This design comes from an exercise in tuning for small area, a short achievable clock period and few clock cycles per item on the open sky130 flow, not from production work.
At most, simulation tests tie the RTL to the original design; equivalence was not proved.
For run 1, only the layout was checked, not whether the RTL still works.
Power figures rest on the tool's default switching activity, not on a simulated workload.

## config.mk

```make
export PLATFORM = sky130hd
export DESIGN_NAME = snake_body_engine
export DESIGN_NICKNAME = snake_body_engine
export VERILOG_FILES = /design/flow/design.v
export SDC_FILE = /design/flow/constraint.sdc
export NUM_CORES = 4
export LEC_CHECK = 0
export ABC_AREA = 1
export CAP_MARGIN = 40
export CORE_MARGIN = 2
export CORE_UTILIZATION = 45
export SETUP_SLACK_MARGIN = 4
export SLEW_MARGIN = 40
```

## constraint.sdc

```tcl
create_clock -name core_clock -period 10.0 [get_ports {clock}]
set_input_delay 2.0000 -clock core_clock [delete_from_list [all_inputs] [get_ports {clock}]]
set_output_delay 2.0000 -clock core_clock [all_outputs]
set_load 0.01 [all_outputs]
```

## design.v

```verilog
module snake_body_engine #(
   parameter int MAX_LEN  = 128,
   parameter int X_W      = 8,
   parameter int Y_W      = 7,
   parameter int GRID_W   = 160,
   parameter int GRID_H   = 120,
   parameter int INIT_LEN = 10,
   parameter int INIT_X   = 80,
   parameter int INIT_Y   = 60,
   localparam int LW      = $clog2(MAX_LEN + 1)
) (
   input  logic           clock,
   input  logic           resetn,
   input  logic           step,
   input  logic           dir_valid,
   input  logic [1:0]     dir_in,
   input  logic           grow_valid,
   input  logic [3:0]     grow_amt,
   input  logic [LW-1:0]  rd_idx,
   output logic [X_W-1:0] rd_x,
   output logic [Y_W-1:0] rd_y,
   output logic           rd_valid,
   output logic [X_W-1:0] head_x,
   output logic [Y_W-1:0] head_y,
   output logic [LW-1:0]  length,
   output logic           busy,
   output logic           step_done,
   output logic           endgame
);
   localparam int IW = $clog2(MAX_LEN);
   localparam logic [X_W-1:0] XM = X_W'(GRID_W - 1);
   localparam logic [Y_W-1:0] YM = Y_W'(GRID_H - 1);
   localparam int NC = (MAX_LEN - 1) / 2;   
   logic [X_W-1:0] seg_x [MAX_LEN];
   logic [Y_W-1:0] seg_y [MAX_LEN];
   logic [1:0] dir, dir_pend;
   logic [7:0] pending, sat;
   logic [8:0] sum;
   logic [X_W-1:0] nx, hx_n;       
   logic [Y_W-1:0] ny, hy_n;
   logic [1:0] dp_n;
   logic off, full, grows, hit, dead, acc, move;
   logic [NC-1:0] cmp;
   assign head_x = seg_x[0];
   assign head_y = seg_y[0];
   assign busy = 1'b0;
   assign endgame = dead;
   always_comb begin
      sum = {1'b0, pending} + {5'b0, grow_valid ? grow_amt : 4'd0};
      sat = sum[8] ? 8'hff : sum[7:0];
      full = length == LW'(MAX_LEN);
      grows = !full && sat != 8'd0;
      cmp[0] = dir_pend == ~dir;
      for (int c = 1; c < NC; c++)
         cmp[c] = &(~(seg_x[2*c+1] ^ nx) | ~X_W'((1 << $clog2(2*c+3)) - 1)) &&
                  &(~(seg_y[2*c+1] ^ ny) | ~Y_W'((1 << $clog2(2*c+3)) - 2)) &&
                  (length > LW'(2*c+2) || (grows && length == LW'(2*c+2)));
      hit = |cmp;
      acc = step && !dead;
      move = acc && !off;
      hx_n = move ? nx : seg_x[0];
      hy_n = move ? ny : seg_y[0];
      dp_n = !dead && dir_valid && dir_in != ~dir ? dir_in : dir_pend;
      rd_valid = rd_idx < length;
      rd_x = seg_x[rd_idx[IW-1:0]];
      rd_y = seg_y[rd_idx[IW-1:0]];
   end
   always_ff @(posedge clock) begin
      if (!resetn || move) begin
         seg_x[0] <= !resetn ? X_W'(INIT_X) : nx;
         seg_y[0] <= !resetn ? Y_W'(INIT_Y) : ny;
         for (int i = 1; i < MAX_LEN; i++) begin
            seg_x[i] <= !resetn && i < INIT_LEN ? X_W'(INIT_X - i) : seg_x[i-1];
            seg_y[i] <= !resetn && i < INIT_LEN ? Y_W'(INIT_Y) : seg_y[i-1];
         end
      end
   end
   always_ff @(posedge clock) begin
      if (!resetn) begin
         dir <= 2'b01;
         dir_pend <= 2'b01;
         nx <= X_W'(INIT_X + 1);
         ny <= Y_W'(INIT_Y);
         off <= 1'b0;
         length <= LW'(INIT_LEN);
         pending <= '0;
         step_done <= 1'b0;
         dead <= 1'b0;
      end else begin
         step_done <= move && !hit;
         if (!dead) begin
            nx <= dp_n == 2'b01 ? hx_n + X_W'(1) : dp_n == 2'b10 ? hx_n - X_W'(1) : hx_n;
            ny <= dp_n == 2'b11 ? hy_n + Y_W'(1) : dp_n == 2'b00 ? hy_n - Y_W'(1) : hy_n;
            off <= (dp_n == 2'b00 && hy_n == '0) || (dp_n == 2'b01 && hx_n == XM) ||
                   (dp_n == 2'b10 && hx_n == '0) || (dp_n == 2'b11 && hy_n == YM);
         end
         if (!dead) begin
            dir_pend <= dp_n;
            pending <= sat;
         end
         if (acc) begin
            dir <= dir_pend;
            if (off) dead <= 1'b1;
            else begin
               length <= length + (grows ? LW'(1) : '0);
               pending <= full ? '0 : grows ? sat - 8'd1 : sat;
               if (hit) dead <= 1'b1;
            end
         end
      end
   end
endmodule
```

## run.sh

```bash
#!/bin/bash
# synth_recipe.tcl (not shown) runs the flow's synth.tcl, then flattens the netlist and writes it again
# the make line also repeats each setting of config.mk as NAME=value (left out here)
make -C /OpenROAD-flow-scripts/flow DESIGN_CONFIG=/design/flow/config.mk WORK_HOME=/design/flow/orfs CLKGATE_MAP_FILE= SYNTH_SCRIPT=/design/flow/synth_recipe.tcl finish
```

==> results of run 1 <==
[worst max-delay path, delay by kind of cell]
kind            cells  cell delay (ns)
buf+inv             5             1.30
simple gates        7             1.10
compound gates      2             0.51
[logic make-up after synthesis]
logic type	share of synthesized area
other cells	0.0000468
compound gates	0.0693
buf+inv	0.0448
fa+ha+maj	0.00337
simple gates	0.131
xor+xnor	0.0228
flops	0.729
[path summary, 6_finish.rpt]
path	slack, ns	from	to	depth (start not counted)
worst min-delay path	0.42	seg_x[64][7]	seg_x[65][7]	0
worst min register to register	0.42	seg_x[64][7]	seg_x[65][7]	0
worst max-delay path	3.02	rd_idx[3]	rd_y[0]	14
worst max register to register	5.72	dead	seg_y[51][3]	9
[repair_timing]
item	CTS	global route
endpoints found under the hold margin	0	0
pin swaps	126	97
setup endpoints to repair	16	16
gates resized for setup	594	179
buffers inserted	149	43
gates cloned	9	3
[metal layers]
metal	up-vias	GRT usage
li1	23598	-
met1	28115	0.435
met2	3626	0.459
met3	724	0.0826
met4	10	0.185
met5	-	0
[layout make-up]
| cell class | instances | area, sq um |
|---|---|---|
| antenna | 9 | 22.5 |
| tap | 2340 | 2930 |
| multi-input combinational | 3382 | 20400 |
| clock buffer | 255 | 5320 |
| fill | 14723 | 80500 |
| inverter | 679 | 2830 |
| timing repair buffer | 435 | 4830 |
| sequential | 1958 | 58400 |
| clock inverter | 121 | 1230 |
[power by group through the flow]
stage                     combinational [W]  clock [W]  sequential (W)
final                               0.00308    0.00754          0.0147
after global routing                0.00325    0.00795          0.0149
after CTS                           0.00296    0.00763          0.0146
after detailed placement            0.00285          0          0.0147
after global placement              0.00279          0          0.0146
after floorplan                     0.00175          0          0.0142
[stage by stage]
step,instance area [sq um],util
after floorplan,80200,-
after global placement,84200,0.477
after detailed placement,84500,0.479
after CTS,94600,0.536
after global routing,95900,0.544
final,96000,0.544
[synthesized netlist by cell type, drive strengths merged, types with 58 or more instances]
master / n
o2111ai: 58
nand2: 1234
inv: 675
nand3: 466
edfxtp: 1920
a22o: 149
nor3: 85
nor4: 73
a221oi: 166
a21oi: 71
nand4: 208
xnor2: 86
o21ai: 215
nor2: 280
clkbuf: 167
buf: 84
xor2: 123
[registers in the layout, indices dropped and copies added (netlist names)]
name	cells
dead	1
dir	2
dir_pend	2
length	8
nx	8
ny	7
off	1
pending	8
seg_x	1024
seg_y	896
step_done	1
==> flow_metrics.py, run 1 <==
metrics = {
    "run_status": {
        "status": "timing/DRC/antenna clean",
    },
    "setup_path": {
        "slowest_stage": "clkdlybuf4s50_1",
        "cp.arrival_ns": 4.98,
        "max_stage_delay_ns": 0.60,
        "end_kind": "primary output",
        "cp_max_fo": 21,
        "required_ns": 8.00,
        "crit_type": "in2out",
        "path_cells": "buf_12, inv_8, nand2_8, nor2_4, buf_12, nand2_1, inv_8, nand2_1, o2111ai_1, nor4_2, nand4_1, nor3_1, a21oi_2, clkdlybuf4s50_1",
        "worst_setup_path_start_kind": "input port",
    },
    "place": {
        "placed_cells": 8587,
        "dpl.hpwl_um": 199000,
        "pre_cts_ws_ns": 0.928,
        "io_buffers": 59,
        "routabilityCongestion": 1.09,
    },
    "clock_network": {
        "clkSinkCount": 1958,
        "clockBufferDepth": 3,
        "cts.htree.levels": 4,
        "cts_tree": "built",
        "insertion_delay_ns": 0.89,
        "clkTransAtPathRegs_ns": 0.06,
        "cts.hold.buffers_added": 0,
        "root_buffer": "clkbuf_16",
        "cts_buffers": 201,
    },
    "global_routing": {
        "grt_max_degree": 156,
        "antenna_found_initial": 12,
        "grt_pass1_vias": 52563,
        "grtUsageTotal": 0.318,
        "grt_first_pass_wirelength_um": 405000,
        "grt_overflow": 0,
    },
    "timing": {
        "timing.final.max_slew_violations": 0,
        "hold_ws_ns": 0.423,
        "relSlewSlack": 0.399,
        "finalSetupTns_ns": 0,
        "timing.final.ws_setup_ns": 3.02,
        "min_period_over_period": 0.698,
        "rsz0062_at_grt": "yes",
        "setup_viol": 0,
        "skew_ns": 0.0539,
        "worst_pin_slew_ns": 0.895,
        "fmax_ghz": 0.143,
        "layout_min_cycle_time_ns": 6.98,
        "timing.final.hold_violations": 0,
    },
    "die": {
        "initial_core_util": 0.454,
        "ios": 61,
        "dieArea_sq_um": 182000,
        "die_w_um": 426,
        "dieHeight_um": 426,
        "rows": 154,
        "core-area_sq_um": 176000,
    },
    "power": {
        "fin_total_pwr_w": 0.0253,
        "sequentialPowerShare": 0.581,
        "p_sw_w": 0.00760,
        "clkPwrFrac": 0.298,
        "leakage_nw": 36.0,
        "power_frac_comb": 0.121,
        "ir_drop_uv": 188,
        "swShare": 0.300,
        "powerDensity_nw_per_um2": 264,
        "p_int_w": 0.0177,
    },
    "synth": {
        "synthTopCellsByArea": "edfxtp_1 72%, nand2_1 5.8%, inv_1 3.0%",
        "synth_edf_count": 1920,
        "synth_top_area_cell": "edfxtp_1",
        "syn_inst": 6269,
        "synthFlopType": "edfxtp_1",
        "synth.avg_cell_area_sq_um": 12.8,
        "async_reset_ff_frac": 0,
        "yosysSeqAreaShare": 0.729,
        "syn-cell-area_sq_um": 80200,
        "synth_cell_type_count": 59,
        "syn_nets": 6309,
        "yosys_warnings": 3,
        "synth_seq_cells": 1958,
        "synth_top_cell_area_share": 0.719,
    },
    "detailed_routing": {
        "route.detailed.drc": 0,
        "dr_wl_met3_um": 33300,
        "via_per_inst": 6.11,
        "drt_wl_total_um": 293000,
        "drt-wirelength-per-cell_um": 31.9,
        "ant_nets": 0,
        "vias": 56073,
        "wl_met1_um": 114000,
        "routed.top_layer": "met5",
        "wl_met2_um": 126000,
        "drt-initial-drc-count": 8761,
        "first_pass_iters": 6,
    },
    "run": {
        "drv_cap": 0,
    },
    "min_path": {
        "hp-class": "reg2reg",
    },
    "final_layout": {
        "syn2layout_area_growth_pct": 19.7,
        "fin_cells": 9179,
        "mostFrequentLayoutCell": "edfxtp_1",
        "drive_gt1_frac": 0.159,
        "final_cell_mix": "1920 x edfxtp_1, 1136 x nand2_1, 601 x inv_1",
        "final_nets": 6697,
    },
}
==> run 2: changes to the inputs <==
--- a/design.v
+++ b/design.v
@@ -40,5 +40,5 @@
    logic [Y_W-1:0] ny, hy_n;
    logic [1:0] dp_n;
-   logic off, full, grows, hit, dead, acc, move;
+   logic off, full, grows, hit, dead, acc, move, eq;
    logic [NC-1:0] cmp;
    assign head_x = seg_x[0];
@@ -52,8 +52,12 @@
       grows = !full && sat != 8'd0;
       cmp[0] = dir_pend == ~dir;
-      for (int c = 1; c < NC; c++)
-         cmp[c] = &(~(seg_x[2*c+1] ^ nx) | ~X_W'((1 << $clog2(2*c+3)) - 1)) &&
-                  &(~(seg_y[2*c+1] ^ ny) | ~Y_W'((1 << $clog2(2*c+3)) - 2)) &&
-                  (length > LW'(2*c+2) || (grows && length == LW'(2*c+2)));
+      for (int c = 1; c < NC; c++) begin
+         eq = 1'b1;
+         for (int b = 0; b < X_W; b++)
+            if ((1 << b) < 2*c+3 && seg_x[2*c+1][b] != nx[b]) eq = 1'b0;
+         for (int b = 1; b < Y_W; b++)
+            if ((1 << b) < 2*c+3 && seg_y[2*c+1][b] != ny[b]) eq = 1'b0;
+         cmp[c] = eq && (length > LW'(2*c+2) || (grows && length == LW'(2*c+2)));
+      end
       hit = |cmp;
       acc = step && !dead;
==> flow/run.sh (new file) <==
#!/bin/bash
export CTS_ARGS="-sink_clustering_enable -repair_clock_nets -dont_use_dummy_load -sink_clustering_size 30 -sink_clustering_max_diameter 100"
bash standard.sh > standard.log 2>&1
==> standard.sh (new file) <==
#!/bin/bash
# synth_recipe.tcl (not shown) runs the flow's synth.tcl, then flattens the netlist and writes it again
# the make line also repeats each setting of config.mk as NAME=value (left out here)
make -C /OpenROAD-flow-scripts/flow DESIGN_CONFIG=/design/flow/config.mk WORK_HOME=/design/flow/orfs CLKGATE_MAP_FILE= SYNTH_SCRIPT=/design/flow/synth_recipe.tcl "${@:-finish}"
removed: run.sh
==> run 2 against run 1 <==
Compared with the run above:
- still clean on timing, DRC and antenna
- sequential power hardly changed
- sequential share of layout area is 0.74 points lower
- final cell count is 9.0% higher
==> flow_metrics.py, run 2 <==
metrics = {
    "run_status": {
        "status": "timing/DRC/antenna clean",
    },
    "final_layout": {
        "regMostFlops": "seg_x",
        "largest_reg_flops": 1024,
        "regArea_sq_um": 58500,
        "multi_input_area_sq_um": 25400,
        "syn2layout_area_growth_pct": 12.9,
        "final_nets": 7529,
        "drive_gt1_frac": 0.128,
        "fillCellCount": 16540,
        "mostFrequentLayoutCell": "edfxtp_1",
        "final_cell_mix": "1920 x edfxtp_1, 1051 x nand2_1, 679 x inv_1",
        "fin_util": 0.511,
        "reg_top3": "seg_x x1024, seg_y x896",
        "fin_area_sq_um": 97200,
    },
    "place": {
        "routabilityCongestion": 0.990,
        "dpl.hpwl_um": 206000,
        "pre_cts_ws_ns": 0.493,
        "io_buffers": 59,
        "place_area_sq_um": 90400,
    },
    "synth": {
        "synthTopCellsByArea": "edfxtp_1 67%, nand2_1 4.9%, nand3_1 3.8%",
        "synth_seq_cells": 1958,
        "syn_inst": 7250,
        "synth_edf_count": 1920,
        "synth_top_area_cell": "edfxtp_1",
        "yosys-top-cells-count": "1920 x edfxtp_1, 1123 x nand2_1, 738 x inv_1, 650 x nand3_1, 416 x o21ai_0",
        "syn_nets": 7290,
        "syn-cell-area_sq_um": 86100,
        "yosys.cell_count.top_type": "edfxtp_1",
        "yosysSeqAreaShare": 0.678,
        "synth_top_cell_area_share": 0.670,
        "synth.avg_cell_area_sq_um": 11.9,
        "synth_cell_type_count": 55,
        "yosys_warnings": 3,
        "async_reset_ff_frac": 0,
        "synthFlopType": "edfxtp_1",
    },
    "global_routing": {
        "grt_pass1_vias": 57668,
        "grtUsageTotal": 0.300,
        "grt_first_pass_wirelength_um": 420000,
        "grt_overflow": 0,
        "antenna_found_initial": 18,
        "grt_max_degree": 157,
    },
    "timing": {
        "rsz0062_at_grt": "yes",
        "layout_min_cycle_time_ns": 7.36,
        "min_period_over_period": 0.736,
        "setup_viol": 0,
        "fmax_ghz": 0.136,
        "timing.final.max_slew_violations": 0,
        "relSlewSlack": 0.0942,
        "skew_ns": 0.0604,
        "finalSetupTns_ns": 0,
        "timing.final.ws_setup_ns": 2.64,
        "timing.final.hold_violations": 0,
        "worst_pin_slew_ns": 1.35,
    },
    "clock_network": {
        "insertion_delay_ns": 0.76,
        "root_buffer": "clkbuf_16",
        "clkTransAtPathRegs_ns": 0.12,
        "clkSinkCount": 1958,
        "cts.htree.levels": 3,
        "clockBufferDepth": 3,
        "cts_tree": "built",
        "cts_buffers": 79,
        "cts.hold.buffers_added": 0,
    },
    "setup_path": {
        "rrSetupSlack_ns": 5.42,
        "reg2reg_to": "dead",
        "cp.arrival_ns": 5.36,
        "rr_startpoint": "length[3]",
        "r2r_cells": 15,
        "cp_max_fo": 5,
        "crit_type": "in2out",
        "end_kind": "primary output",
        "worst_setup_path_start_kind": "input port",
        "required_ns": 8.00,
    },
    "power": {
        "sequentialPowerShare": 0.614,
        "power_frac_comb": 0.225,
        "swShare": 0.354,
        "ir_drop_uv": 167,
        "fin_total_pwr_w": 0.0244,
        "clkPwrFrac": 0.161,
        "powerDensity_nw_per_um2": 251,
        "p_int_w": 0.0158,
        "p_sw_w": 0.00865,
        "leakage_nw": 35.7,
    },
    "detailed_routing": {
        "first_pass_iters": 7,
        "via_per_inst": 6.23,
        "route.detailed.drc": 0,
        "drt-initial-drc-count": 9736,
        "drt_wl_total_um": 301000,
        "vias": 62317,
        "ant_nets": 0,
        "drt-wirelength-per-cell_um": 30.0,
    },
    "die": {
        "ios": 61,
        "dieArea_sq_um": 195000,
        "core-area_sq_um": 190000,
        "die_w_um": 441,
        "initial_core_util": 0.453,
        "dieHeight_um": 441,
        "rows": 160,
    },
    "min_path": {
        "hold_path_depth": 0,
        "holdPathEnd": "seg_x[59][0]",
        "hp-class": "reg2reg",
        "min-delay-start": "seg_x[58][0]",
    },
    "run": {
        "drv_cap": 0,
    },
}
[run 2: metrics by stage]
| step | cells | hold slack (ns) |
|---|---|---|
| floorplan | 7250 | 0.426 |
| global placement | 9634 | 0.427 |
| detailed placement | 9653 | 0.432 |
| CTS | 9939 | 0.408 |
| global route | 10000 | 0.403 |
| finish | 10005 | 0.410 |
[run 2: layer usage]
metal / vias up / part of all wire / track usage
met4: 14 / 0.046 / 0.120
met1: 30940 / 0.39 / 0.422
li1: 26604 / - / -
met5: - / 0.00031 / 0
met2: 4177 / 0.44 / 0.451
met3: 582 / 0.12 / 0.0666
[run 2: power by group through the flow]
stage / Clock, W / Combinational (W) / Sequential (W)
floorplan: 0 / 0.00328 / 0.0144
global placement: 0 / 0.00511 / 0.0149
detailed placement: 0 / 0.00520 / 0.0150
CTS: 0.00397 / 0.00530 / 0.0149
global route: 0.00419 / 0.00579 / 0.0152
finish: 0.00392 / 0.00550 / 0.0150
[run 2: kinds of logic after synthesis]
group | share of synthesized area
buffers and inverters | 0.0500
other | 0.0000436
DFF | 0.678
and+or+nand+nor | 0.136
AOI/OAI and AO/OA | 0.0843
adders and majority gates | 0.00314
xor gates and xnor gates | 0.0476
[run 2: worst max path at each step]
| stage | from | endpoint | depth (start not counted) |
|---|---|---|---|
| 6_report | rd_idx[0] | rd_y[0] | 16 |
| 5_1_grt | rd_idx[4] | rd_y[0] | 17 |
| 4_1_cts | rd_idx[4] | rd_x[7] | 17 |
| 3_5_place_dp | rd_idx[6] | rd_y[0] | 14 |
| 3_3_place_gp | rd_idx[5] | rd_x[7] | 14 |
| 2_1_floorplan | step | seg_x[0][0] | 6 |
[run 2: worst max-delay path, cell delays in order]
cell and delay, ns:
buf_12 0.11, inv_4 0.07, nand2_8 0.11, nor2_4 0.09, nand2_1 0.12, clkinvlp_4 0.26, a22o_1 0.26, nor2_1 0.11
nand4_1 0.14, nor2_1 0.16, nand4_1 0.68, nor4_4 0.71, buf_6 0.22, buf_6 0.10, o21ai_2 0.04, buf_2 0.16
[run 2: final cells by class]
class,instances,share of cell area
sequential,1958,0.601
multi-input combinational,4180,0.261
timing repair buffer,504,0.0520
tap,2511,0.0323
inverter,760,0.0321
clock buffer,79,0.0203
timing repair inverter,6,0.000412
antenna,7,0.000180
[run 2: repair_timing]
item                       in CTS  in global routing
cloned                          9                  8
resized for setup             565                 73
setup endpoints to repair      19                 21
setup buffers                 198                 49
pin swaps                     149                 72
Testbench counts of run 2, summed over its fixed seeds: cycles 3,212, steps 3,200.
==> run 3: changes to the inputs <==
==> flow/run.sh (replaced) <==
#!/bin/bash
cp standard.sh standard.sh.txt
export CTS_ARGS="-sink_clustering_enable -repair_clock_nets -dont_use_dummy_load"
bash standard.sh > standard.log 2>&1
--- a/config.mk
+++ b/config.mk
@@ -7,4 +7,5 @@
 export LEC_CHECK = 0
 export ABC_AREA = 1
+export ABC_CLOCK_PERIOD_IN_PS = 2000
 export CAP_MARGIN = 40
 export CORE_MARGIN = 2
==> run 3 against run 2 <==
Compared with the run above:
- combinational power about the same
- first-iteration DRC count fell by 0.75%
- clock power is 66% higher
- setup slack worse by 0.10 ns
- critical path depth did not move
- critical path type unchanged
==> flow_metrics.py, run 3 <==
metrics = {
    "run_status": {
        "status": "timing/DRC/antenna clean",
    },
    "detailed_routing": {
        "via_per_inst": 6.24,
        "ant_nets": 0,
        "vias": 63086,
        "drt-wirelength-per-cell_um": 30.3,
        "first_pass_iters": 7,
        "route.detailed.drc": 0,
        "drt_wl_total_um": 306000,
        "drt-initial-drc-count": 9663,
    },
    "die": {
        "initial_core_util": 0.453,
        "dieArea_sq_um": 195000,
        "core-area_sq_um": 190000,
        "ios": 61,
        "die_w_um": 441,
        "rows": 160,
        "dieHeight_um": 441,
    },
    "synth": {
        "synth.avg_cell_area_sq_um": 11.9,
        "async_reset_ff_frac": 0,
        "yosysSeqAreaShare": 0.678,
        "synth_top_area_cell": "edfxtp_1",
        "synth_seq_cells": 1958,
        "synthTopCellsByArea": "edfxtp_1 67%, nand2_1 4.9%, nand3_1 3.8%",
        "yosys.cell_count.top_type": "edfxtp_1",
        "syn-cell-area_sq_um": 86100,
        "syn_inst": 7250,
        "syn_nets": 7290,
        "synthFlopType": "edfxtp_1",
        "synth_edf_count": 1920,
        "synth_cell_type_count": 55,
        "synth_top_cell_area_share": 0.670,
        "yosys-top-cells-count": "1920 x edfxtp_1, 1123 x nand2_1, 738 x inv_1, 650 x nand3_1, 416 x o21ai_0",
        "yosys_warnings": 3,
    },
    "setup_path": {
        "required_ns": 8.00,
        "cp_max_fo": 10,
        "max_stage_delay_ns": 0.58,
        "crit_buf_inv": 7,
        "cp.arrival_ns": 5.46,
        "path_cells": "buf_12, inv_8, nand2_4, nor2_4, buf_12, buf_8, nand2_8, clkinvlp_4, a221oi_2, nand4_1, nor2_2, nand4_1, nor4_4, buf_4, o21ai_0, buf_2",
        "end_kind": "primary output",
        "worst_setup_path_start_kind": "input port",
        "slowest_stage": "nand4_1",
        "crit_type": "in2out",
        "crit_family": "simple AND/OR/NAND/NOR gates",
    },
    "final_layout": {
        "regMostFlops": "seg_x",
        "largest_reg_flops": 1024,
        "drive_gt1_frac": 0.136,
        "reg_top3": "seg_x x1024, seg_y x896",
        "multi_input_area_sq_um": 25200,
        "final_cell_mix": "1920 x edfxtp_1, 1062 x nand2_1, 679 x inv_1",
        "mostFrequentLayoutCell": "edfxtp_1",
        "fin_util": 0.525,
        "fin_cells": 10110,
        "fillCellCount": 16258,
        "syn2layout_area_growth_pct": 15.9,
        "regArea_sq_um": 58500,
        "final_nets": 7633,
    },
    "timing": {
        "layout_min_cycle_time_ns": 7.46,
        "finalSetupTns_ns": 0,
        "setup_viol": 0,
        "fmax_ghz": 0.134,
        "timing.final.hold_violations": 0,
        "worst_pin_slew_ns": 1.40,
        "rsz0062_at_grt": "yes",
        "timing.final.max_slew_violations": 0,
        "skew_ns": 0.0548,
        "min_period_over_period": 0.746,
        "relSlewSlack": 0.0631,
    },
    "global_routing": {
        "grt_max_degree": 157,
        "grt_overflow": 0,
        "antenna_found_initial": 11,
        "grt_first_pass_wirelength_um": 427000,
        "grtUsageTotal": 0.306,
        "grt_pass1_vias": 58681,
    },
    "place": {
        "io_buffers": 59,
        "routabilityCongestion": 0.990,
        "dpl.hpwl_um": 206000,
        "placed_cells": 9653,
    },
    "clock_network": {
        "cts_tree": "built",
        "clkSinkCount": 1958,
        "clkTransAtPathRegs_ns": 0.06,
        "root_buffer": "clkbuf_16",
        "cts.hold.buffers_added": 0,
        "insertion_delay_ns": 0.86,
        "clockBufferDepth": 3,
        "cts.htree.levels": 4,
        "cts_buffers": 205,
    },
    "power": {
        "leakage_nw": 36.9,
        "fin_total_pwr_w": 0.0271,
        "powerDensity_nw_per_um2": 271,
        "ir_drop_uv": 209,
    },
    "run": {
        "drv_cap": 0,
    },
    "min_path": {
        "hp-class": "reg2reg",
    },
}
==> run 3: cell counts after synthesis <==
Identical to the previous run, type by type.
==> run 3: per-layer routing <==
metal / track usage / routed length, um / vias to the layer above
li1: - / - / 26870
met1: 0.424 / 119000 / 31251
met2: 0.458 / 135000 / 4292
met3: 0.0765 / 37600 / 667
met4: 0.131 / 14400 / 6
met5: 0 / 42 / -
==> run 3: where the power goes <==
group          switching [W]  internal (W)
clock                0.00296       0.00356
combinational        0.00381       0.00171
sequential           0.00237        0.0127
==> run 3: per-stage QoR <==
| step | hold slack, ns | area [sq um] | setup WS, ns |
|---|---|---|---|
| after global placement | 0.427 | 90100 | -0.755 |
| after detailed placement | 0.432 | 90400 | 0.493 |
| after floorplan | 0.426 | 86200 | -0.441 |
| final | 0.401 | 99800 | 2.54 |
| after CTS | 0.393 | 98700 | 2.76 |
| after global routing | 0.409 | 99800 | 2.56 |
==> run 3: cell type report <==
cell class	instances	area share
flip-flops and latches	1958	0.586
multi-input cells	4181	0.252
clock buffers	205	0.0514
repair buffers	484	0.0477
well taps	2511	0.0315
inverters	760	0.0311
diodes	8	0.000201
repair inverters	3	0.000175
==> run 3: worst paths after layout <==
check / from / endpoint / slack [ns] / cells past startpoint
worst max-delay path: rd_idx[4] / rd_x[6] / 2.54 / 16
worst min register to register: seg_x[90][6] / seg_x[91][6] / 0.40 / 0
worst max register to register: length[3] / dead / 5.35 / 15
worst min-delay path: seg_x[90][6] / seg_x[91][6] / 0.40 / 0
==> run 3: repair_timing <==
| item | 4_1_cts | 5_1_grt |
|---|---|---|
| pin swaps | 134 | 91 |
| buffers inserted | 163 | 60 |
| setup endpoints to repair | 17 | 17 |
| gates cloned | 11 | 9 |
| gates resized for setup | 479 | 105 |
==> run 3: logic make-up after synthesis <==
| kind of cell | after synthesis | synth area share |
|---|---|---|
| simple gates | 2611 | 0.136 |
| flops | 1958 | 0.678 |
| buf+inv | 1116 | 0.0500 |
| compound gates | 1075 | 0.0843 |
| xor+xnor | 468 | 0.0476 |
| fa+ha+maj | 21 | 0.00314 |
| other cells | 1 | 0.0000436 |
==> run 4: changes to the inputs <==
--- a/config.mk
+++ b/config.mk
@@ -7,8 +7,7 @@
 export LEC_CHECK = 0
 export ABC_AREA = 1
-export ABC_CLOCK_PERIOD_IN_PS = 2000
-export CAP_MARGIN = 40
+export CAP_MARGIN = 10
 export CORE_MARGIN = 2
 export CORE_UTILIZATION = 45
 export SETUP_SLACK_MARGIN = 4
-export SLEW_MARGIN = 40
+export SLEW_MARGIN = 10
==> run 4 against run 3 <==
Compared with the run above:
- fmax grew 2.2%
- global-route usage grew 0.052 points
- cell area rose by 0.27%
- die area did not move
- combinational power about the same
- non-clock buffer count grew 40
- wire length about the same
- flip-flop and latch count unchanged
- critical path depth is 3 lower
==> flow_metrics.py, run 4 <==
metrics = {
    "synth": {
        "synth_top_family_by_area": "simple AND/OR/NAND/NOR gates",
        "synthTopCellsByArea": "edfxtp_1 67%, nand2_1 4.9%, nand3_1 3.8%",
        "synth.avg_cell_area_sq_um": 11.9,
        "synthSimpleGateAreaFrac": 0.136,
        "async_reset_ff_frac": 0,
        "synth_seq_cells": 1958,
        "synth_cell_type_count": 55,
        "synth_top_cell_area_share": 0.670,
        "yosys-top-cells-count": "1920 x edfxtp_1, 1123 x nand2_1, 738 x inv_1, 650 x nand3_1, 416 x o21ai_0",
        "synth_edf_count": 1920,
        "yosysSeqAreaShare": 0.678,
        "synth_compound_area_frac": 0.0843,
        "synth_top_area_cell": "edfxtp_1",
        "syn-cell-area_sq_um": 86100,
        "synthAdderAreaFrac": 0.00314,
        "syn_inst": 7250,
        "yosys_warnings": 3,
        "yosys.cell_count.top_type": "edfxtp_1",
        "synth_mux_area_frac": 0,
        "synthFlopType": "edfxtp_1",
        "syn_nets": 7290,
        "synth-xor-area-share": 0.0476,
    },
    "final_layout": {
        "final_nets": 7675,
        "regMostFlops": "seg_x",
        "drive_gt1_frac": 0.144,
        "largest_reg_flops": 1024,
        "reg_top3": "seg_x x1024, seg_y x896",
        "final_cell_mix": "1920 x edfxtp_1, 1059 x nand2_1, 676 x inv_1",
        "fillCellCount": 16217,
        "mostFrequentLayoutCell": "edfxtp_1",
        "syn2layout_area_growth_pct": 16.3,
    },
    "detailed_routing": {
        "vias": 63027,
        "drt-initial-drc-count": 9774,
        "route.detailed.drc": 0,
        "drt_wl_total_um": 306000,
        "via_per_inst": 6.21,
        "ant_nets": 0,
        "first_pass_iters": 9,
        "drt-wirelength-per-cell_um": 30.1,
    },
    "setup_path": {
        "worst_setup_path_start_kind": "input port",
        "cp_max_fo": 102,
        "required_ns": 8.00,
        "cp.arrival_ns": 5.31,
        "crit_type": "in2out",
        "end_kind": "primary output",
    },
    "min_path": {
        "hp-class": "reg2reg",
    },
    "die": {
        "initial_core_util": 0.453,
        "rows": 160,
        "dieArea_sq_um": 195000,
        "ios": 61,
        "die_w_um": 441,
        "dieHeight_um": 441,
        "core-area_sq_um": 190000,
    },
    "clock_network": {
        "insertion_delay_ns": 0.87,
        "cts.hold.buffers_added": 0,
        "cts_buffers": 204,
        "root_buffer": "clkbuf_16",
        "clkSinkCount": 1958,
        "cts_tree": "built",
        "clkTransAtPathRegs_ns": 0.06,
        "cts.htree.levels": 4,
        "clockBufferDepth": 3,
    },
    "global_routing": {
        "grt_max_degree": 191,
        "grtUsageTotal": 0.306,
        "antenna_found_initial": 16,
        "grt_overflow": 0,
        "grt_pass1_vias": 59036,
        "grt_first_pass_wirelength_um": 428000,
    },
    "timing": {
        "fmax_ghz": 0.137,
        "min_period_over_period": 0.731,
        "hold_ws_ns": 0.401,
        "finalSetupTns_ns": 0,
        "timing.final.ws_setup_ns": 2.69,
        "setup_viol": 0,
        "timing.final.hold_violations": 0,
        "relSlewSlack": 0.0762,
        "layout_min_cycle_time_ns": 7.31,
        "worst_pin_slew_ns": 1.38,
        "skew_ns": 0.0661,
        "rsz0062_at_grt": "yes",
        "timing.final.max_slew_violations": 0,
    },
    "power": {
        "ir_drop_uv": 195,
        "powerDensity_nw_per_um2": 270,
        "leakage_nw": 37.1,
    },
    "place": {
        "pre_cts_ws_ns": 0.630,
        "routabilityCongestion": 0.990,
        "io_buffers": 59,
        "dpl.hpwl_um": 205000,
    },
    "run_status": {
        "status": "timing/DRC/antenna clean",
    },
    "run": {
        "drv_cap": 0,
    },
}
==> run 4: cell counts after synthesis <==
No cell type changed its count.
==> run 4: kinds of logic after synthesis <==
kind of cell,count (synthesis)
other,1
adder cells (fa/ha/maj),21
XOR/XNOR,468
flip-flops,1958
AND/OR/NAND/NOR,2611
buffers and inverters,1116
AO/OA/AOI/OAI,1075
==> run 4: final timing paths <==
path           startpoint           end  slack (ns)  depth (start not counted)
min reg2reg  seg_x[15][7]  seg_x[16][7]        0.40                          0
min          seg_x[15][7]  seg_x[16][7]        0.40                          0
max             rd_idx[5]       rd_y[4]        2.69                         13
max reg2reg     length[3]          dead        5.37                         15
==> run 4: repair_timing <==
action / in CTS / in global routing
pin swaps: 145 / 83
buffers inserted: 212 / 71
setup endpoints to repair: 18 / 20
cloned: 13 / 5
resized for setup: 508 / 107
==> run 4: layer usage <==
metal / up-vias / GRT usage / wire length (um)
met5: - / 0 / 98
met4: 16 / 0.134 / 15200
met3: 732 / 0.0861 / 38200
met2: 4208 / 0.459 / 135000
met1: 31131 / 0.417 / 118000
li1: 26940 / - / -
==> run 4: final cells by class <==
class | instances | area [sq um] | area share
repair buffers | 524 | 4910 | 0.0490
diodes | 4 | 10.0 | 0.000100
clock buffers | 204 | 5100 | 0.0510
multi-input cells | 4184 | 25300 | 0.253
inverters | 760 | 3110 | 0.0310
repair inverters | 3 | 20.0 | 0.000200
flip-flops and latches | 1958 | 58500 | 0.584
well taps | 2511 | 3140 | 0.0314
==> run 4: where the power goes <==
| part | switching (W) | internal [W] | total (W) |
|---|---|---|---|
| clock network | 0.00295 | 0.00354 | 0.00649 |
| registers | 0.00238 | 0.0127 | 0.0151 |
| logic | 0.00380 | 0.00169 | 0.00549 |
| total | 0.00913 | 0.0179 | 0.0270 |
==> run 4: through the flow <==
| step | util | cell area [sq um] | cells | total power (W) |
|---|---|---|---|---|
| 2_1_floorplan | - | 86200 | 7250 | 0.0177 |
| 3_3_place_gp | 0.474 | 90100 | 9634 | 0.0200 |
| 3_5_place_dp | 0.474 | 90100 | 9639 | 0.0202 |
| 4_1_cts | 0.520 | 99000 | 10068 | 0.0267 |
| 5_1_grt | 0.526 | 100000 | 10145 | 0.0279 |
| 6_report | 0.526 | 100000 | 10148 | 0.0270 |
==> run 4: critical path: stages <==
cell and delay, ns:
buf_16 0.12, clkinvlp_4 0.10, buf_6 0.13, nor3_2 0.05
buf_12 0.22, nand2_1 0.20, clkinvlp_4 0.22, buf_4 0.24
a221oi_2 0.37, nand4_1 0.60, nor4_4 0.62, o21ai_1 0.14
clkbuf_2 0.17
==> run 5: changes to the inputs <==
--- a/config.mk
+++ b/config.mk
@@ -7,7 +7,9 @@
 export LEC_CHECK = 0
 export ABC_AREA = 1
-export CAP_MARGIN = 10
+export CAP_MARGIN = 40
 export CORE_MARGIN = 2
 export CORE_UTILIZATION = 45
+export CTS_CLUSTER_DIAMETER = 120
+export CTS_CLUSTER_SIZE = 40
 export SETUP_SLACK_MARGIN = 4
-export SLEW_MARGIN = 10
+export SLEW_MARGIN = 40
==> run 5 against run 4 <==
Compared with the run above:
- clock skew decreased by 0.011 ns
- non-clock buffer count decreased by 40
- global-route usage decreased by 0.052 points
- critical endpoint is now rd_x[6]
- total power increased by 0.13%
- setup slack got worse by 0.16 ns
- register-to-register slack got worse by 0.02 ns
- largest power group unchanged
- hold slack about the same
==> flow_metrics.py, run 5 <==
metrics = {
    "detailed_routing": {
        "ant_nets": 0,
        "drt-wirelength-per-cell_um": 30.3,
        "first_pass_iters": 7,
        "via_per_inst": 6.24,
        "drt_wl_total_um": 306000,
        "route.detailed.drc": 0,
        "drt-initial-drc-count": 9663,
        "vias": 63086,
    },
    "clock_network": {
        "root_buffer": "clkbuf_16",
        "cts.hold.buffers_added": 0,
        "clkTransAtPathRegs_ns": 0.06,
        "cts_buffers": 205,
        "insertion_delay_ns": 0.86,
        "clockBufferDepth": 3,
        "clkSinkCount": 1958,
        "cts_tree": "built",
        "cts.htree.levels": 4,
    },
    "die": {
        "dieArea_sq_um": 195000,
        "ios": 61,
        "initial_core_util": 0.453,
        "dieHeight_um": 441,
        "rows": 160,
        "core-area_sq_um": 190000,
        "die_w_um": 441,
    },
    "power": {
        "powerDensity_nw_per_um2": 271,
        "ir_drop_uv": 209,
        "leakage_nw": 36.9,
    },
    "timing": {
        "hold_ws_ns": 0.401,
        "skew_ns": 0.0548,
        "relSlewSlack": 0.0631,
        "timing.final.max_slew_violations": 0,
        "timing.final.hold_violations": 0,
        "min_period_over_period": 0.746,
        "layout_min_cycle_time_ns": 7.46,
        "finalSetupTns_ns": 0,
        "fmax_ghz": 0.134,
        "worst_pin_slew_ns": 1.40,
        "setup_viol": 0,
        "rsz0062_at_grt": "yes",
    },
    "synth": {
        "synth_edf_count": 1920,
        "yosysSeqAreaShare": 0.678,
        "syn_inst": 7250,
        "yosys_warnings": 3,
        "syn_nets": 7290,
        "syn-cell-area_sq_um": 86100,
        "async_reset_ff_frac": 0,
        "synthTopCellsByArea": "edfxtp_1 67%, nand2_1 4.9%, nand3_1 3.8%",
        "synth.avg_cell_area_sq_um": 11.9,
        "yosys-top-cells-count": "1920 x edfxtp_1, 1123 x nand2_1, 738 x inv_1, 650 x nand3_1, 416 x o21ai_0",
        "synth_top_area_cell": "edfxtp_1",
        "synth_top_cell_area_share": 0.670,
        "synth_seq_cells": 1958,
        "synthFlopType": "edfxtp_1",
        "synth_cell_type_count": 55,
        "yosys.cell_count.top_type": "edfxtp_1",
    },
    "global_routing": {
        "grt_max_degree": 157,
        "antenna_found_initial": 11,
        "grt_overflow": 0,
        "grtUsageTotal": 0.306,
        "grt_first_pass_wirelength_um": 427000,
        "grt_pass1_vias": 58681,
    },
    "final_layout": {
        "final_nets": 7633,
        "reg_top3": "seg_x x1024, seg_y x896",
        "syn2layout_area_growth_pct": 15.9,
        "regMostFlops": "seg_x",
        "final_cell_mix": "1920 x edfxtp_1, 1062 x nand2_1, 679 x inv_1",
        "largest_reg_flops": 1024,
        "mostFrequentLayoutCell": "edfxtp_1",
        "drive_gt1_frac": 0.136,
    },
    "setup_path": {
        "end_kind": "primary output",
        "crit_end": "rd_x[6]",
        "worst_setup_path_start_kind": "input port",
        "crit_type": "in2out",
        "cp.arrival_ns": 5.46,
        "rrSetupSlack_ns": 5.35,
        "crit_start": "rd_idx[4]",
        "reg2reg_to": "dead",
        "rr_startpoint": "length[3]",
        "r2r_cells": 15,
        "cp_max_fo": 10,
        "required_ns": 8.00,
    },
    "min_path": {
        "hp-class": "reg2reg",
    },
    "place": {
        "dpl.hpwl_um": 206000,
        "io_buffers": 59,
        "routabilityCongestion": 0.990,
    },
    "run": {
        "drv_cap": 0,
    },
    "run_status": {
        "status": "timing/DRC/antenna clean",
    },
}
[run 5: cell counts after synthesis]
No cell type changed its count.
[run 5: layer usage]
| layer | vias up | track usage | wire length [um] |
|---|---|---|---|
| met3 | 667 | 0.0765 | 37600 |
| met5 | - | 0 | 42 |
| met2 | 4292 | 0.458 | 135000 |
| met4 | 6 | 0.131 | 14400 |
| met1 | 31251 | 0.424 | 119000 |
| li1 | 26870 | - | - |
[run 5: power breakdown]
part	leakage, nW	switching [W]	internal, W	total [W]
Combinational	14.8	0.00381	0.00171	0.00552
Sequential	19.5	0.00237	0.0127	0.0150
Clock	2.53	0.00296	0.00356	0.00652
[run 5: critical path, stage by stage]
cell and delay, ns:
buf_12 0.12, inv_8 0.04, nand2_4 0.07, nor2_4 0.08, buf_12 0.16, buf_8 0.16
nand2_8 0.09, clkinvlp_4 0.16, a221oi_2 0.33, nand4_1 0.30, nor2_2 0.26, nand4_1 0.58
nor4_4 0.54, buf_4 0.23, o21ai_0 0.10, buf_2 0.18
[run 5: how the worst min path moves through the flow]
stage                     slack [ns]            end  cells after the start     startpoint
final                           0.40   seg_x[91][6]                      0   seg_x[90][6]
after global routing            0.41   seg_y[89][1]                      0   seg_y[88][1]
after CTS                       0.39   seg_x[91][6]                      0   seg_x[90][6]
after detailed placement        0.43   seg_x[27][1]                      0   seg_x[26][1]
after global placement          0.43   seg_x[31][3]                      0   seg_x[30][3]
after floorplan                 0.43  seg_x[104][3]                      0  seg_x[103][3]
[run 5: cell families (layout without fill, tap and decap cells)]
family / count (synthesis) / after routing / share of synthesized area
and+or+nand+nor: 2611 / 2616 / 0.136
AOI/OAI and AO/OA: 1075 / 1075 / 0.0843
other: 1 / 9 / 0.0000436
DFF: 1958 / 1958 / 0.678
buffers and inverters: 1116 / 1452 / 0.0500
adders and majority gates: 21 / 21 / 0.00314
xor gates and xnor gates: 468 / 468 / 0.0476
[run 5: repair_timing]
item	in CTS	in global routing
cloned	11	9
pin swaps	134	91
buffers inserted	163	60
endpoints found under the setup margin	17	17
resized for setup	479	105
[run 5: final cells by class]
class,count,area (sq um)
fill,16258,90400
sequential,1958,58500
multi-input combinational,4181,25200
clock buffer,205,5130
timing repair buffer,484,4760
tap,2511,3140
inverter,760,3110
antenna,8,20.0
timing repair inverter,3,17.5
[run 5: metrics by stage]
stage	total power [W]	setup slack [ns]	cells	instance area, sq um	utilization
floorplan	0.0177	-0.441	7250	86200	-
global placement	0.0200	-0.755	9634	90100	0.474
detailed placement	0.0202	0.493	9653	90400	0.476
CTS	0.0268	2.76	10032	98700	0.519
global route	0.0279	2.56	10102	99800	0.525
finish	0.0271	2.54	10110	99800	0.525
==> run 6: changes to the inputs <==
==> flow/run.sh (replaced) <==
#!/bin/bash
export CTS_ARGS="-sink_clustering_enable -repair_clock_nets -dont_use_dummy_load -sink_clustering_size 25 -sink_clustering_max_diameter 60"
bash standard.sh MATCH_CELL_FOOTPRINT=0 finish > standard.log 2>&1
--- a/config.mk
+++ b/config.mk
@@ -10,6 +10,4 @@
 export CORE_MARGIN = 2
 export CORE_UTILIZATION = 45
-export CTS_CLUSTER_DIAMETER = 120
-export CTS_CLUSTER_SIZE = 40
 export SETUP_SLACK_MARGIN = 4
 export SLEW_MARGIN = 40
==> run 6 against run 5 <==
Compared with the run above:
- die area unchanged
- total power fell by 3.9%
- critical path depth decreased by 4
- clock power is 19% lower
- flip-flop and latch count is the same
- critical path type unchanged
- largest cell class unchanged
==> flow_metrics.py, run 6 <==
metrics = {
    "power": {
        "clkPwrFrac": 0.204,
        "ir_drop_uv": 170,
        "leakage_nw": 36.8,
        "p_int_w": 0.0169,
        "p_sw_w": 0.00912,
        "swShare": 0.350,
        "sequentialPowerShare": 0.586,
        "power_frac_comb": 0.210,
        "powerDensity_nw_per_um2": 261,
    },
    "setup_path": {
        "worst_setup_path_start_kind": "input port",
        "cp.arrival_ns": 5.30,
        "r2r_cells": 19,
        "crit_type": "in2out",
        "cp_max_fo": 102,
        "required_ns": 8.00,
        "rrSetupSlack_ns": 5.63,
        "rr_startpoint": "length[7]",
        "reg2reg_to": "dead",
        "end_kind": "primary output",
    },
    "place": {
        "placed_cells": 9624,
        "dpl.hpwl_um": 213000,
        "io_buffers": 59,
        "pre_cts_ws_ns": 0.486,
        "routabilityCongestion": 0.992,
    },
    "synth": {
        "synth_seq_cells": 1958,
        "syn-cell-area_sq_um": 86100,
        "synth_top_cell_area_share": 0.670,
        "synth_cell_type_count": 55,
        "syn_inst": 7250,
        "synthTopCellsByArea": "edfxtp_1 67%, nand2_1 4.9%, nand3_1 3.8%",
        "synthFlopType": "edfxtp_1",
        "yosysSeqAreaShare": 0.678,
        "synth_edf_count": 1920,
        "yosys-top-cells-count": "1920 x edfxtp_1, 1123 x nand2_1, 738 x inv_1, 650 x nand3_1, 416 x o21ai_0",
        "async_reset_ff_frac": 0,
        "synth.avg_cell_area_sq_um": 11.9,
        "yosys_warnings": 3,
        "synth_top_area_cell": "edfxtp_1",
        "syn_nets": 7290,
        "yosys.cell_count.top_type": "edfxtp_1",
    },
    "final_layout": {
        "reg_top3": "seg_x x1024, seg_y x896",
        "largest_reg_flops": 1024,
        "fin_util": 0.524,
        "final_cell_mix": "1920 x edfxtp_1, 1054 x nand2_1, 673 x inv_1",
        "final_nets": 7638,
        "fin_cells": 10113,
        "drive_gt1_frac": 0.143,
        "syn2layout_area_growth_pct": 15.8,
        "mostFrequentLayoutCell": "edfxtp_1",
        "regMostFlops": "seg_x",
    },
    "timing": {
        "min_period_over_period": 0.730,
        "setup_viol": 0,
        "layout_min_cycle_time_ns": 7.30,
        "timing.final.hold_violations": 0,
        "timing.final.max_slew_violations": 0,
        "relSlewSlack": 0.373,
        "timing.final.ws_setup_ns": 2.70,
        "skew_ns": 0.0700,
        "rsz0062_at_grt": "yes",
        "worst_pin_slew_ns": 0.931,
        "fmax_ghz": 0.137,
    },
    "clock_network": {
        "clkSinkCount": 1958,
        "cts_tree": "built",
        "insertion_delay_ns": 0.85,
        "clockBufferDepth": 3,
        "cts.htree.levels": 4,
        "cts_buffers": 145,
        "clkTransAtPathRegs_ns": 0.09,
        "root_buffer": "clkbuf_16",
    },
    "global_routing": {
        "grt_pass1_vias": 58792,
        "grtUsageTotal": 0.319,
        "grt_max_degree": 170,
        "antenna_found_initial": 15,
        "grt_first_pass_wirelength_um": 441000,
        "grt_overflow": 0,
    },
    "min_path": {
        "min-delay-start": "seg_x[62][2]",
        "hold_path_depth": 0,
        "holdPathEnd": "seg_x[63][2]",
        "hp-class": "reg2reg",
    },
    "detailed_routing": {
        "drt-wirelength-per-cell_um": 31.6,
        "drt-initial-drc-count": 10599,
        "vias": 63478,
        "first_pass_iters": 6,
        "ant_nets": 0,
        "via_per_inst": 6.28,
        "drt_wl_total_um": 319000,
        "route.detailed.drc": 0,
    },
    "die": {
        "dieArea_sq_um": 195000,
        "core-area_sq_um": 190000,
        "initial_core_util": 0.453,
        "ios": 61,
        "dieHeight_um": 441,
        "rows": 160,
        "die_w_um": 441,
    },
    "run": {
        "drv_cap": 0,
    },
    "run_status": {
        "status": "timing/DRC/antenna clean",
    },
}
[run 6: logic make-up after synthesis]
kind of cell,count (synthesis),share of synthesized area
AOI/OAI and AO/OA,1075,0.0843
xor gates and xnor gates,468,0.0476
adders and majority gates,21,0.00314
buffers and inverters,1116,0.0500
DFF,1958,0.678
other,1,0.0000436
and+or+nand+nor,2611,0.136
[run 6: worst max-delay path by stage]
stage               from          end  slack (ns)  cells past startpoint
2_1_floorplan       step  seg_x[0][0]       -0.41                      6
3_3_place_gp   rd_idx[5]      rd_y[2]       -0.06                     12
3_5_place_dp   rd_idx[4]      rd_x[2]        0.49                     13
4_1_cts        rd_idx[2]      rd_x[7]        2.98                     15
5_1_grt        rd_idx[5]      rd_y[5]        2.79                     16
6_report       rd_idx[4]      rd_y[4]        2.70                     12
[run 6: worst max-delay path, stage by stage]
cell	delay, ns
buf_16	0.13
inv_8	0.07
nor3_2	0.05
buf_12	0.18
nand2_1	0.28
clkinvlp_4	0.14
buf_12	0.16
a221oi_1	0.56
nand4_1	0.64
nor4_4	0.55
o21ai_2	0.14
buf_2	0.17
[run 6: per-stage QoR]
stage	TNS [ns]	total power, W	hold WS [ns]	cell area (sq um)
2_1_floorplan	-785.71	0.0177	0.426	86200
3_3_place_gp	-0.0567	0.0202	0.428	90000
3_5_place_dp	0	0.0203	0.432	90300
4_1_cts	0	0.0257	0.381	98400
5_1_grt	0	0.0268	0.382	99700
6_report	0	0.0260	0.380	99700
[run 6: what timing repair did]
item | CTS | global route
pin swaps | 165 | 97
endpoints found under the setup margin | 16 | 24
cloned | 14 | 4
gates resized for setup | 574 | 109
buffers inserted | 240 | 74
hold buffers | 0 | 0
[run 6: final cells by class]
cell class	count	area, sq um
multi-input combinational	4182	25700
fill	16206	90500
antenna	6	15.0
inverter	760	3120
tap	2511	3140
timing repair buffer	550	5670
clock buffer	145	3630
timing repair inverter	1	5.00
sequential	1958	58500
[run 6: power groups by stage]
stage / combinational [W] / clock, W / sequential (W)
2_1_floorplan: 0.00328 / 0 / 0.0144
3_3_place_gp: 0.00502 / 0 / 0.0152
3_5_place_dp: 0.00510 / 0 / 0.0152
4_1_cts: 0.00522 / 0.00535 / 0.0151
5_1_grt: 0.00577 / 0.00561 / 0.0154
6_report: 0.00548 / 0.00531 / 0.0153
[run 6: per-layer routing]
metal,up-vias,part of all wire,global-route usage
li1,26867,-,-
met1,31461,0.38,0.438
met2,4374,0.42,0.461
met3,766,0.13,0.0850
met4,10,0.068,0.177
met5,-,0.00019,0
==> run 7: changes to the inputs <==
==> flow/run.sh (replaced) <==
#!/bin/bash
set -e
W=$PWD
cat > $W/flow_synth.tcl <<T
proc abc {args} {
  set i [lsearch -exact \$args -script]
  if {\$i >= 0} { set args [lreplace \$args \$i [expr {\$i + 1}] -script $W/flow/abc_map.script] }
  yosys abc {*}\$args
}
source $W/synth_recipe.tcl
T
export CTS_ARGS="-sink_clustering_enable -repair_clock_nets -dont_use_dummy_load -sink_clustering_size 25 -sink_clustering_max_diameter 60"
bash standard.sh SYNTH_SCRIPT=$W/flow_synth.tcl MATCH_CELL_FOOTPRINT=0 finish > standard.log 2>&1
==> flow/abc_map.script (new file) <==
strash
&get -n
&fraig -x
&put
scorr
dc2
dretime
strash
&get -n
&dch -f
&nf
&put
--- a/config.mk
+++ b/config.mk
@@ -9,5 +9,6 @@
 export CAP_MARGIN = 40
 export CORE_MARGIN = 2
-export CORE_UTILIZATION = 45
+export CORE_UTILIZATION = 50
+export PLACE_DENSITY = 0.7
 export SETUP_SLACK_MARGIN = 4
 export SLEW_MARGIN = 40
==> run 7 against run 6 <==
Compared with the run above:
- total power increased by 3.3%
- cell area decreased by 6.7%
- die area decreased by 17%
- global-route usage increased by 19 points
- critical endpoint is now rd_y[2]
- largest cell class unchanged
- largest power group unchanged
==> flow_metrics.py, run 7 <==
metrics = {
    "setup_path": {
        "max_stage_delay_ns": 0.84,
        "cp_max_fo": 5,
        "worst_setup_path_start_kind": "input port",
        "end_kind": "primary output",
        "crit_type": "in2out",
        "path_cells": "buf_12, buf_12, nand3b_1, buf_4, buf_6, buf_6, nor2_4, buf_12, a222oi_1, nand4_1, a221o_1, nor4_4, nand4_1, buf_2",
        "cpMostUsedCell": "buf_12",
        "rr_startpoint": "length[3]",
        "required_ns": 8.00,
        "crit_start": "rd_idx[4]",
        "crit_buf_inv": 7,
        "cp.arrival_ns": 5.93,
        "slowest_stage": "nand4_1",
        "crit_family": "simple AND/OR/NAND/NOR gates",
    },
    "detailed_routing": {
        "drt-initial-drc-count": 16819,
        "ant_nets": 0,
        "first_pass_iters": 17,
        "drt_wl_total_um": 421000,
        "vias": 62779,
        "drt-wirelength-per-cell_um": 54.3,
        "route.detailed.drc": 0,
        "via_per_inst": 8.09,
    },
    "final_layout": {
        "regMostFlops": "seg_x",
        "syn2layout_area_growth_pct": 17.7,
        "final_cell_mix": "1920 x edfxtp_1, 421 x a222oi_1, 418 x buf_4",
        "reg_top3": "seg_x x1024, seg_y x896",
        "final_nets": 5716,
        "drive_gt1_frac": 0.177,
        "mostFrequentLayoutCell": "edfxtp_1",
        "largest_reg_flops": 1024,
        "fin_area_sq_um": 93100,
    },
    "synth": {
        "syn_inst": 4874,
        "yosys.cell_count.top_type": "edfxtp_1",
        "synthFlopType": "edfxtp_1",
        "yosys_warnings": 3,
        "syn-cell-area_sq_um": 79100,
        "synth_cell_type_count": 65,
        "yosysSeqAreaShare": 0.739,
        "synthTopCellsByArea": "edfxtp_1 73%, a222oi_1 5.3%, xor2_1 2.9%",
        "synth.avg_cell_area_sq_um": 16.2,
        "synth_seq_cells": 1958,
        "synth_top_area_cell": "edfxtp_1",
        "yosys-top-cells-count": "1920 x edfxtp_1, 421 x a222oi_1, 259 x xor2_1, 207 x a22oi_1, 205 x nor2_1",
        "synth_top_cell_area_share": 0.729,
        "syn_nets": 4914,
        "async_reset_ff_frac": 0,
        "synth_edf_count": 1920,
    },
    "run": {
        "drv_cap": 0,
    },
    "die": {
        "initial_core_util": 0.505,
        "dieHeight_um": 402,
        "die_w_um": 402,
        "ios": 61,
        "rows": 145,
        "dieArea_sq_um": 161000,
        "core-area_sq_um": 157000,
    },
    "place": {
        "routabilityCongestion": 1.11,
        "io_buffers": 59,
        "place_area_sq_um": 85800,
        "dpl.hpwl_um": 305000,
    },
    "timing": {
        "fmax_ghz": 0.126,
        "min_period_over_period": 0.793,
        "layout_min_cycle_time_ns": 7.93,
        "skew_ns": 0.0952,
        "setup_viol": 0,
        "rsz0062_at_grt": "yes",
        "timing.final.max_slew_violations": 0,
        "timing.final.hold_violations": 0,
        "relSlewSlack": 0.308,
        "finalSetupTns_ns": 0,
        "hold_ws_ns": 0.403,
        "worst_pin_slew_ns": 1.03,
    },
    "global_routing": {
        "antenna_found_initial": 42,
        "grt_pass1_vias": 55440,
        "grt_max_degree": 180,
        "grt_overflow": 0,
        "grt_first_pass_wirelength_um": 538000,
        "grtUsageTotal": 0.511,
    },
    "min_path": {
        "hp-class": "reg2reg",
        "min-delay-start": "seg_y[102][5]",
    },
    "clock_network": {
        "cts_buffers": 143,
        "clockBufferDepth": 3,
        "clkTransAtPathRegs_ns": 0.09,
        "cts.htree.levels": 4,
        "cts.hold.buffers_added": 0,
        "cts_tree": "built",
        "insertion_delay_ns": 0.82,
        "root_buffer": "clkbuf_16",
        "clkSinkCount": 1958,
    },
    "power": {
        "powerDensity_nw_per_um2": 289,
        "ir_drop_uv": 189,
        "leakage_nw": 31.5,
    },
    "run_status": {
        "status": "timing/DRC/antenna clean",
    },
}
## run 7: final timing paths
check | end | slack [ns] | cells past startpoint
max | rd_y[2] | 2.07 | 14
min | seg_y[103][5] | 0.40 | 0
max reg2reg | dead | 4.55 | 11
min reg2reg | seg_y[103][5] | 0.40 | 0
## run 7: layer usage
metal,vias up,share of wire,global-route usage
met5,-,0.0017,0.0149
met3,1420,0.19,0.286
li1,22484,-,-
met2,7224,0.39,0.666
met4,40,0.085,0.332
met1,31611,0.33,0.645
## run 7: final cells by class
class / count / area, sq um
Inverter: 122 / 465
Clock buffer: 143 / 3580
Tap cell: 2058 / 2570
Fill cell: 11975 / 63500
Timing Repair Buffer: 657 / 6140
Sequential cell: 1958 / 58500
Multi-Input combinational cell: 2794 / 21800
Antenna cell: 25 / 62.6
## run 7: repair_timing
action	CTS	global route
resized for setup	425	62
buffers inserted	160	34
endpoints found under the hold margin	0	0
setup endpoints to repair	26	18
pin swaps	144	70
gates cloned	2	1
## run 7: where the power goes
group | total (W) | internal [W] | leakage, nW | switching, W
logic | 0.00548 | 0.00165 | 10.2 | 0.00382
registers | 0.0161 | 0.0127 | 19.5 | 0.00348
clock network | 0.00529 | 0.00252 | 1.76 | 0.00277
total | 0.0269 | 0.0168 | 31.5 | 0.0101
## run 7: cell families after synthesis
logic type,after synthesis,synth area share
xor+xnor,436,0.0483
simple gates,1084,0.0706
fa+ha+maj,21,0.00342
mux,20,0.00253
other cells,1,0.0000474
buf+inv,123,0.00589
compound gates,1231,0.130
flops,1958,0.739
## run 7: through the flow
step,setup slack [ns],cells,utilization,power (W)
2_1_floorplan,-23.65,4874,-,0.0182
3_3_place_gp,-1.19,7335,0.544,0.0206
3_5_place_dp,0.149,7378,0.548,0.0207
4_1_cts,2.61,7683,0.589,0.0260
5_1_grt,2.34,7734,0.594,0.0270
6_report,2.07,7757,0.594,0.0269
==> run 8: changes to the inputs <==
--- a/config.mk
+++ b/config.mk
@@ -9,6 +9,5 @@
 export CAP_MARGIN = 40
 export CORE_MARGIN = 2
-export CORE_UTILIZATION = 50
-export PLACE_DENSITY = 0.7
+export CORE_UTILIZATION = 45
 export SETUP_SLACK_MARGIN = 4
 export SLEW_MARGIN = 40
==> run 8 against run 7 <==
Compared with the run above:
- synthesized cell count did not move
- first-iteration DRC count fell by 6.8%
- register-to-register slack improved by 0.40 ns
- global-route usage fell by 4.4 points
- sequential share of layout area fell by 0.75 points
- still clean on timing, DRC and antenna
- final cell count rose by 4.7%
- critical endpoint is now rd_y[4]
- count of clock-buffer cells in the layout rose by 2
==> flow_metrics.py, run 8 <==
metrics = {
    "synth": {
        "synthAdderAreaFrac": 0.00342,
        "synth_top_cell_area_share": 0.729,
        "yosysSeqAreaShare": 0.739,
        "yosys-top-cells-count": "1920 x edfxtp_1, 421 x a222oi_1, 259 x xor2_1, 207 x a22oi_1, 205 x nor2_1",
        "syn-cell-area_sq_um": 79100,
        "async_reset_ff_frac": 0,
        "synth-xor-area-share": 0.0483,
        "synth_cell_type_count": 65,
        "synthTopCellsByArea": "edfxtp_1 73%, a222oi_1 5.3%, xor2_1 2.9%",
        "synth_top_area_cell": "edfxtp_1",
        "synth_compound_area_frac": 0.130,
        "synth_edf_count": 1920,
        "synth_seq_cells": 1958,
        "yosys_warnings": 3,
        "synth.avg_cell_area_sq_um": 16.2,
        "synth_top_family_by_area": "compound AO/OA/AOI/OAI gates",
        "synthFlopType": "edfxtp_1",
        "synth_mux_area_frac": 0.00253,
        "synthSimpleGateAreaFrac": 0.0706,
        "yosys.cell_count.top_type": "edfxtp_1",
        "syn_inst": 4874,
        "syn_nets": 4914,
    },
    "final_layout": {
        "fillCellCount": 14278,
        "fin_cells": 8124,
        "drive_gt1_frac": 0.192,
        "reg_top3": "seg_x x1024, seg_y x896",
        "syn2layout_area_growth_pct": 19.2,
        "fin_util": 0.541,
        "final_cell_mix": "1920 x edfxtp_1, 507 x buf_4, 421 x a222oi_1",
        "mostFrequentLayoutCell": "edfxtp_1",
        "regMostFlops": "seg_x",
        "final_nets": 5813,
        "largest_reg_flops": 1024,
    },
    "clock_network": {
        "clkTransAtPathRegs_ns": 0.09,
        "clkSinkCount": 1958,
        "insertion_delay_ns": 0.87,
        "root_buffer": "clkbuf_16",
        "cts.htree.levels": 4,
        "clockBufferDepth": 3,
        "cts_buffers": 145,
        "cts_tree": "built",
    },
    "min_path": {
        "hold_path_depth": 0,
        "hp-class": "reg2reg",
        "min-delay-start": "seg_y[96][1]",
    },
    "timing": {
        "finalSetupTns_ns": 0,
        "setup_viol": 0,
        "min_period_over_period": 0.754,
        "skew_ns": 0.0730,
        "timing.final.ws_setup_ns": 2.46,
        "timing.final.max_slew_violations": 0,
        "rsz0062_at_grt": "yes",
        "layout_min_cycle_time_ns": 7.54,
        "fmax_ghz": 0.133,
        "relSlewSlack": 0.306,
        "timing.final.hold_violations": 0,
        "worst_pin_slew_ns": 1.03,
    },
    "setup_path": {
        "cp.arrival_ns": 5.54,
        "crit_start": "rd_idx[0]",
        "worst_setup_path_start_kind": "input port",
        "end_kind": "primary output",
        "r2r_cells": 13,
        "cp_max_fo": 8,
        "rr_startpoint": "ny[6]",
        "required_ns": 8.00,
        "crit_type": "in2out",
    },
    "die": {
        "initial_core_util": 0.454,
        "rows": 153,
        "die_w_um": 423,
        "ios": 61,
        "core-area_sq_um": 174000,
        "dieArea_sq_um": 179000,
        "dieHeight_um": 423,
    },
    "place": {
        "routabilityCongestion": 1.12,
        "io_buffers": 59,
        "placed_cells": 7709,
        "dpl.hpwl_um": 318000,
        "pre_cts_ws_ns": 0.577,
    },
    "global_routing": {
        "grt_pass1_vias": 55010,
        "grt_first_pass_wirelength_um": 546000,
        "antenna_found_initial": 44,
        "grt_max_degree": 163,
        "grt_overflow": 0,
        "grtUsageTotal": 0.466,
    },
    "power": {
        "powerDensity_nw_per_um2": 285,
        "leakage_nw": 31.9,
        "fin_total_pwr_w": 0.0268,
        "ir_drop_uv": 147,
    },
    "detailed_routing": {
        "ant_nets": 0,
        "drt-initial-drc-count": 15683,
        "vias": 61945,
        "route.detailed.drc": 0,
        "via_per_inst": 7.62,
        "first_pass_iters": 14,
        "drt-wirelength-per-cell_um": 52.7,
        "drt_wl_total_um": 428000,
    },
    "run": {
        "drv_cap": 0,
    },
    "run_status": {
        "status": "timing/DRC/antenna clean",
    },
}
run 8: cell counts after synthesis:
Identical to the previous run, type by type.
run 8: per-stage QoR:
| stage | instance area, sq um | hold WS, ns |
|---|---|---|
| after CTS | 93100 | 0.396 |
| after global routing | 94100 | 0.392 |
| final | 94200 | 0.403 |
| after global placement | 86000 | 0.427 |
| after floorplan | 79100 | 0.422 |
| after detailed placement | 86600 | 0.433 |
run 8: worst paths after layout:
kind                            slack [ns]            to
worst max-delay path                  2.46       rd_y[4]
worst min-delay path                  0.40  seg_y[97][1]
worst max register to register        4.95          dead
worst min register to register        0.40  seg_y[97][1]
run 8: what timing repair did:
| action | in CTS | in global routing |
|---|---|---|
| pin swaps | 134 | 79 |
| setup buffers | 163 | 65 |
| cloned | 1 | 2 |
| resized for setup | 418 | 68 |
| hold buffers | 0 | 0 |
| setup endpoints to repair | 27 | 18 |
run 8: where the power goes:
part           internal, W  switching (W)  total, W
clock network      0.00256        0.00279   0.00535
registers           0.0127        0.00343    0.0161
logic              0.00170        0.00370   0.00540
run 8: layer usage:
metal,up-vias,global-route usage,share of wire
met2,6244,0.631,0.40
met1,31730,0.595,0.35
met4,24,0.291,0.083
met5,-,0.0124,0.00071
li1,22699,-,-
met3,1248,0.227,0.17
run 8: cell type report:
cell class	instances	area (sq um)	area share
sequential	1958	58500	0.621
inverter	122	462	0.00490
timing repair buffer	752	6870	0.0729
clock buffer	145	3630	0.0385
multi-input combinational	2794	21800	0.232
tap	2325	2910	0.0309
antenna	28	70.1	0.000744
run 8: cells by family after synthesis:
| logic type | count (synthesis) |
|---|---|
| AOI/OAI and AO/OA | 1231 |
| xor gates and xnor gates | 436 |
| adders and majority gates | 21 |
| buffers and inverters | 123 |
| DFF | 1958 |
| muxes | 20 |
| other | 1 |
| and+or+nand+nor | 1084 |
run 8: worst max-delay path: stages:
cell and delay (ns):
buf_12 0.12, buf_4 0.13, nor2b_4 0.06, nand2_4 0.10, buf_4 0.18, nor2_1 0.07, buf_6 0.13, a222oi_1 0.77
nand4_1 0.56, nor4_2 0.40, buf_4 0.15, nand4_1 0.40, buf_4 0.31, buf_6 0.12

## afterwards: timing with drivers on the ports
Ports are ideal in the flow. The routed layouts listed here were re-timed in OpenROAD.
Step 1, drivers: a clkbuf_16 drives clock and a buf_2 each remaining input, both assumed.
Step 2, shift: input delay + t, output delay - t, t = (earliest + latest rising clock arrival at the registers) / 2. This alone moves slack from input paths to output paths.
Slacks: ideal ports / drivers / drivers and shift; pairs: ideal ports / drivers.
run | t (ns) | setup WS [ns] | hold slack, ns
run 1 | 0.945 | 3.016 / 2.928 / 2.928 | 0.423 / 0.423 / 0.423
run 2 | 0.836 | 2.639 / 2.575 / 2.575 | 0.410 / 0.410 / 0.410
run 3 | 0.925 | 2.536 / 2.466 / 2.466 | 0.401 / 0.401 / 0.401
run 4 | 0.939 | 2.695 / 2.606 / 2.606 | 0.401 / 0.401 / 0.401
run 5 | 0.925 | 2.536 / 2.466 / 2.466 | 0.401 / 0.401 / 0.401
run 6 | 0.908 | 2.704 / 2.601 / 2.601 | 0.380 / 0.380 / 0.380
run 7 | 0.867 | 2.065 / 1.894 / 1.894 | 0.403 / 0.403 / 0.403
run 8 | 0.929 | 2.456 / 2.385 / 2.385 | 0.403 / 0.403 / 0.403
After both steps setup and hold are still met in every run listed. The setup slack of run 7, which loses most, moves by -0.171 ns with the drivers and by -0.171 ns with both steps.
